What follows belongs to an exercise in optimizing a design on an open flow for small area and few clock cycles; a production flow would make more cautious choices. Function was checked by simulation only, so behaviour that the tests miss may differ from the original. The flow treats the clock pin as an ideal source, which a real chip does not have. Power figures rest on the tool's default switching activity, not on a simulated workload.

== alpha ==
// image_header_size_probe
module image_header_size_probe #(
   parameter int unsigned POSITION_BITS = 16
) (
   input  logic        clock,
   input  logic        reset,
   input  logic        req_tvalid,
   output logic        req_tready,
   input  logic [7:0]  req_tdata,    
   input  logic        req_tlast,
   output logic        rsp_tvalid,
   input  logic        rsp_tready,
   output logic [63:0] rsp_tdata,    
   output logic [7:0]  rsp_tuser     
);
Size: ~480 cells after synthesis, roughly 140 flip-flops, ~87 I/O pins, about 5600 um^2 of cells after synthesis.
Settings: LEC_CHECK=0, CAP_MARGIN=20, CORE_MARGIN=2, CORE_UTILIZATION=70, PLACE_DENSITY=0.8, SLEW_MARGIN=20; clock period 12.0 ns.
standard.sh (not shown) runs the stock make flow with config.mk's settings and CLKGATE_MAP_FILE= SYNTH_SCRIPT=/design/flow/synth_recipe.tcl, a recipe that flattens the netlist after the stock synthesis.
==> flow/flow/run.sh <==
#!/bin/bash
# Layout flow: the standard layout (standard.sh) with three changes.
#  - Synthesis is the standard flow's script, except that ABC maps the logic with an
#    area-oriented script (flow/abc_area.script). Flip-flops are mapped before
#    ABC runs, so the registers are the standard synthesis's, by name and cell.
#  - Each port gets the smallest buffer (buf_1) instead of clkdlybuf4s50_1.
#  - Clock tree synthesis uses clkbuf_8 and inserts no dummy loads; then each
#    clock buffer is sized down as far as the clock pins' slew allows
#    (flow/clk_size.tcl, run as ORFS's POST_CTS_TCL hook).
# Every tool writes its full log under orfs/logs/; make's output goes to standard.log.
set -euo pipefail
HERE=$(pwd)
sed "s#log_cmd abc {\*}\$abc_args#set abc_args [lreplace \$abc_args 1 1 $HERE/flow/abc_area.script]\n  log_cmd abc {*}\$abc_args#" \
  "$FLOW_HOME/scripts/synth.tcl" > "$HERE/area_synth.tcl"
grep -q "abc_area.script" "$HERE/area_synth.tcl"
sed "s#source \$::env(SCRIPTS_DIR)/synth.tcl#source $HERE/area_synth.tcl#" \
  "$HERE/synth_recipe.tcl" > "$HERE/area_synth_recipe.tcl"
grep -q "area_synth.tcl" "$HERE/area_synth_recipe.tcl"
bash standard.sh \
  "SYNTH_SCRIPT=$HERE/area_synth_recipe.tcl" \
  "BUFFER_PORTS_ARGS=-buffer_cell sky130_fd_sc_hd__buf_1" \
  "CTS_ARGS=-sink_clustering_enable -repair_clock_nets -dont_use_dummy_load -buf_list sky130_fd_sc_hd__clkbuf_8" \
  "POST_CTS_TCL=$HERE/flow/clk_size.tcl" \
  finish > standard.log 2>&1
==> flow/flow/clk_size.tcl <==
# POST_CTS hook: size each clock buffer to the smallest clkbuf that keeps every
# flip-flop clock pin's estimated slew under a margin (leaves first, then the
# buffers driving them), then legalize the placement again.
set clk_slew_limit 0.112
set clk_sizes {sky130_fd_sc_hd__clkbuf_2 sky130_fd_sc_hd__clkbuf_4 sky130_fd_sc_hd__clkbuf_8 sky130_fd_sc_hd__clkbuf_16}

proc clk_ff_worst_slew { } {
  set worst 0.0
  foreach p [get_pins -hierarchical */CLK] {
    set s [get_property $p slew_max]
    if { $s > $worst } { set worst $s }
  }
  return $worst
}

proc clk_sink_worst_slew { inst } {
  set worst 0.0
  foreach opin [get_pins -of_objects $inst -filter "direction == output"] {
    foreach p [get_pins -of_objects [get_nets -of_objects $opin] -filter "direction == input"] {
      set s [get_property $p slew_max]
      if { $s > $worst } { set worst $s }
    }
  }
  return $worst
}

estimate_parasitics -placement
set leaves {}
set roots {}
foreach inst [get_cells *] {
  if { ![string match "sky130_fd_sc_hd__clkbuf_*" [get_property $inst ref_name]] } { continue }
  set drives_ff 0
  foreach opin [get_pins -of_objects $inst -filter "direction == output"] {
    foreach p [get_pins -of_objects [get_nets -of_objects $opin] -filter "direction == input"] {
      if { [get_property $p name] == "CLK" } { set drives_ff 1 }
    }
  }
  if { $drives_ff } { lappend leaves $inst } else { lappend roots $inst }
}
puts "clock sizing: [llength $leaves] leaf and [llength $roots] other clock buffers, before: worst clock pin slew [format %.1f [expr [clk_ff_worst_slew] * 1000]] ps"
foreach inst $leaves {
  foreach m $clk_sizes {
    replace_cell $inst $m
    if { [clk_sink_worst_slew $inst] < $clk_slew_limit } { break }
  }
}
foreach inst $roots {
  foreach m $clk_sizes {
    replace_cell $inst $m
    if { [clk_ff_worst_slew] < $clk_slew_limit && [clk_sink_worst_slew $inst] < 0.2 } { break }
  }
}
# any clock pin still over the margin: upsize its leaf buffer
foreach inst $leaves {
  set i [lsearch $clk_sizes [get_property $inst ref_name]]
  while { [clk_sink_worst_slew $inst] >= $clk_slew_limit && $i < [llength $clk_sizes] - 1 } {
    incr i
    replace_cell $inst [lindex $clk_sizes $i]
  }
}
foreach inst [concat $roots $leaves] {
  puts "clock buffer [get_full_name $inst]: [get_property $inst ref_name], sink slew [format %.1f [expr [clk_sink_worst_slew $inst] * 1000]] ps"
}
puts "clock sizing: after: worst clock pin slew [format %.1f [expr [clk_ff_worst_slew] * 1000]] ps"
detailed_placement
check_placement -verbose
Other scripts of this flow, unchanged in this note and not shown: flow/flow/abc_area.script
Testbench counts of alpha, summed over its fixed seeds: cycles 113,726.
Setup changes, alpha to beta
-- flow/flow/clk_size.tcl --
<<< alpha, line 4
set clk_slew_limit 0.112
>>> beta, line 4
set clk_slew_limit 0.095
Findings:
Any difference in via count between beta and alpha is small enough to ignore. Compared alpha against beta; switching component of the power within noise. beta and alpha ended up with roughly the same clock transition at the registers of the reported paths. Taking alpha as the reference, in beta slew of the pin with the lowest slew margin went down 15 ps, post-route total power went up about 1.3%, share of power burned in combinational logic held, initial standard-cell utilization of the core held. Area growth from synthesis to layout ends up lower on alpha. beta and alpha ended up with roughly the same first-pass GRT wire length. Any difference in global-route usage between alpha and beta is small enough to ignore. In beta relative to alpha, routed wire length per instance had gone down slightly.

==> port drivers added, routing unchanged <==
The results above use ideal ports. As a check the final layouts listed here were re-extracted and re-timed, cells and wires unchanged.
Step 1, drivers: a clkbuf_16 drives clock and a buf_2 each remaining input, both assumed.
Step 2, shift: input delay + t, output delay - t, t = (earliest + latest rising clock arrival at the registers) / 2. This alone moves slack from input paths to output paths.
Slacks: ideal ports / drivers / drivers and shift; pairs: ideal ports / drivers.
run	t (ns)	slack for setup (ns)	hold slack, ns	worst data-port slew with drivers (ns)
alpha	0.543	6.710 / 6.690 / 6.690	0.452 / 0.452 / 0.452	0.03
beta	0.553	6.710 / 6.690 / 6.690	0.452 / 0.452 / 0.452	0.03
After both steps setup and hold are still met in every run listed.
